This design comes from an exercise in tuning for small area, a short achievable clock period and few clock cycles on the open sky130 flow, not from production work.
Only simulation tests tie the RTL to the original design; equivalence was not proved.

==> job 665: inputs <==
==> flow/design.v (excerpt) <==
module euclid_top
(
  input  wire logic        cr_intf,
  input  wire logic        rst_n,
  input  wire logic        job_start,
  input  wire logic        job_shape,       
  input  wire logic [7:0]  job_p0_x,
  input  wire logic [7:0]  job_p0_y,
  input  wire logic [7:0]  job_p1_x,
  input  wire logic [7:0]  job_p1_y,
  input  wire logic [7:0]  job_p2_x,
  input  wire logic [7:0]  job_p2_y,
  input  wire logic [15:0] job_color,
  input  wire logic [2:0]  job_bzdepth,
  input  wire logic        pxl_ready,
  output logic             busy,
  output logic             job_done,
  output logic             pxl_valid,
  output logic [7:0]       pxl_x,
  output logic [7:0]       pxl_y,
  output logic [15:0]      pxl_color
);
==> flow/config.mk <==
export PLATFORM = sky130hd
export DESIGN_NAME = euclid_top
export DESIGN_NICKNAME = euclid_top
export VERILOG_FILES = /design/flow/design.v
export SDC_FILE = /design/flow/constraint.sdc
export NUM_CORES = 4
export LEC_CHECK = 0
export CAP_MARGIN = 20
export CORE_MARGIN = 2
export CORE_UTILIZATION = 40
export CTS_BUF_LIST = sky130_fd_sc_hd__clkbuf_8
export SETUP_SLACK_MARGIN = 1.6
export SLEW_MARGIN = 20
==> flow/constraint.sdc <==
create_clock -name core_clock -period 5.5 [get_ports {cr_intf}]
set_input_delay 1.1000 -clock core_clock [delete_from_list [all_inputs] [get_ports {cr_intf}]]
set_output_delay 1.1000 -clock core_clock [all_outputs]
set_load 0.01 [all_outputs]
standard.sh (not shown) runs the stock make flow with config.mk's settings and CLKGATE_MAP_FILE= SYNTH_SCRIPT=/design/flow/synth_recipe.tcl, a recipe that flattens the netlist after the stock synthesis.
==> flow/flow/run.sh <==
#!/bin/bash
# Standard layout, with plain buf_2 cells (instead of the default delay-buffer
# cell) for the port buffers, and no dummy clock loads in CTS. Full make
# output goes to make.log.
set -euo pipefail
export BUFFER_PORTS_ARGS="-buffer_cell sky130_fd_sc_hd__buf_2"
export CTS_ARGS="-sink_clustering_enable -repair_clock_nets -buf_list sky130_fd_sc_hd__clkbuf_8 -dont_use_dummy_load"
bash standard.sh > make.log 2>&1
==> inputs of job 4743, as changes to job 665 <==
--- a/flow/design.v
+++ b/flow/design.v
@@ -99,19 +99,14 @@
   logic [7:0] dx, dy;
   logic       sx, sy;
   logic signed [9:0] err;
   logic       cur_last;
   assign pxl_x = ps_x;
   assign pxl_y = ps_y;
-  logic at_end, accept, line_free;    
-  logic [7:0] xm, ym;
-  logic       eq_x, eq_y;
-  assign xm   = step1(ps_x, sx);
-  assign ym   = step1(ps_y, sy);
-  assign eq_x = step_x ? (xm == en_x) : (ps_x == en_x);
-  assign eq_y = step_y ? (ym == en_y) : (ps_y == en_y);
+  logic at_end, accept, line_free;
+  assign at_end    = (ps_x == en_x) & (ps_y == en_y);
   assign accept    = pxl_valid & pxl_ready;
   assign job_done  = accept & at_end & cur_last;
   assign line_free = ~pxl_valid | (accept & at_end & ~cur_last);
   assign ne_take   = busy & line_free & ne_v;
   logic [8:0] ddx_a, ddx_b, ddy_a, ddy_b;
   logic [7:0] ndx, ndy;
@@ -124,16 +119,16 @@
   assign nsy   = ~ddy_a[8];
   assign ndx   = nsx ? ddx_a[7:0] : ddx_b[7:0];
   assign ndy   = nsy ? ddy_a[7:0] : ddy_b[7:0];
   logic signed [10:0] tx, ty;
   logic step_x, step_y;
   logic signed [9:0] err_x, err_y, err_xy, err_nx;
-  assign tx     = {err, 1'b0};                            
-  assign ty     = -$signed({3'b000, dy});
-  assign step_x = (tx > ty);                              
-  assign step_y = (tx < $signed({3'b000, dx}));           
+  assign tx     = {err, 1'b0} + $signed({3'b000, dy});    
+  assign ty     = $signed({3'b000, dx}) - {err, 1'b0};    
+  assign step_x = ~tx[10] & (tx != 11'sd0);
+  assign step_y = ~ty[10] & (ty != 11'sd0);
   assign err_x  = err - $signed({2'b00, dy});
   assign err_y  = err + $signed({2'b00, dx});
   assign err_xy = err + $signed({2'b00, dx}) - $signed({2'b00, dy});
   assign err_nx = ({10{step_x &  step_y}} & err_xy) |
                   ({10{step_x & ~step_y}} & err_x) |
                   ({10{~step_x}}          & err_y);
@@ -256,21 +251,19 @@
         dx       <= ndx;
         dy       <= ndy;
         sx       <= nsx;
         sy       <= nsy;
         err      <= $signed({2'b00, ndx}) - $signed({2'b00, ndy});
         cur_last <= ne_last;
-        at_end   <= (ne_x == en_x) & (ne_y == en_y);
       end
       else if (accept & ~at_end)
       begin
-        err    <= err_nx[9:0];
-        at_end <= eq_x & eq_y;
+        err <= err_nx[9:0];
         if (step_x)
-          ps_x <= xm;
+          ps_x <= step1(ps_x, sx);
         if (step_y)
-          ps_y <= ym;
+          ps_y <= step1(ps_y, sy);
       end
     end
   end
 endmodule
 `default_nettype wire
==> flow/run.sh (new file) <==
#!/bin/bash
# synth_recipe.tcl (not shown) runs the flow's synth.tcl, then flattens the netlist and writes it again
# the make line also repeats each setting of config.mk as NAME=value (left out here)
make -C /OpenROAD-flow-scripts/flow DESIGN_CONFIG=/design/flow/config.mk WORK_HOME=/design/flow/orfs CLKGATE_MAP_FILE= SYNTH_SCRIPT=/design/flow/synth_recipe.tcl finish
Settings changed: CORE_UTILIZATION 40 to 60, CTS_BUF_LIST sky130_fd_sc_hd__clkbuf_8 to not set, PLACE_DENSITY set to 0.75, SETUP_SLACK_MARGIN 1.6 to not set.
removed: flow/flow/run.sh
removed: flow/standard.sh
==> comparison table <==
quantity                                                                 job 4743         job 665
Result of the run                                                  finished clean  finished clean
Fraction of the core area covered by cells at the end of the flow           69.4%           44.6%
Synthesized Nets                                                             1358            1345
Setup repair after global routing missed its margin                         false            true
Multi-input gate share of total cell area                                   50.9%           52.9%
Relative slew slack                                                         24.0%           24.4%
Count of vias placed by the detailed router                                  8760            8538
Post-Route Skew                                                        0.00574 ns       0.0254 ns
Sequential fraction of the synthesis area                                   36.5%           37.0%
Count of flip-flops with a built-in enable after synthesis                    128             129
Multiplexer area fraction after synthesis                                   3.41%           4.41%
Combined area of the multi-input logic cells                             6370 um2        6370 um2
Share of layout cells above drive strength 1                                6.13%           15.9%
Core box area                                                           18000 um2       27000 um2
Critical Path Sink                                                         err[6]          at_end
Hpwl dp                                                                   20.9 mm         21.9 mm
CP arrival                                                                4.48 ns         4.12 ns
Final instance count without filler cells                                    1453            1549
Post-CTS setup buffers                                                          0               2
Vertical extent of the die                                                 140 um          170 um
Met3 global-route usage                                                     4.65%           3.28%
Testbench counts of job 665, summed over its fixed seeds: cycles 68,592.
Testbench counts of job 4743, summed over its fixed seeds: cycles 68,592.

static timing again, ports no longer ideal:
No port has a modelled driver above. Below, the same layouts with a new extraction and two added sets of constraints.
Step 1 sets driving cells, clkbuf_16 on the clock port and buf_2 on the other inputs (assumed; they add their load-dependent delay and slew).
Step 2 moves the port delays by t, midway between the first and last clock arrival at a register: inputs arrive t later, outputs are due t later. That takes back most of the time a late clock gives input paths.
Slacks: ideal ports / drivers / drivers and shift; pairs: ideal ports / drivers.
run	shift t [ns]	setup WS [ns]	worst setup path at the end	latest minus earliest clock arrival (ns)	worst register clock-pin slew, ns
job 665	0.487	1.661 / 1.661 / 1.520	input to register	0.026 / 0.025	0.08 / 0.08
job 4743	0.470	1.276 / 1.276 / 1.276	register to register	0.006 / 0.005	0.06 / 0.06
After both steps every run listed still meets setup and hold. The setup slack of job 665, which loses most, moves by 0.000 ns with the drivers and by -0.141 ns with both steps.
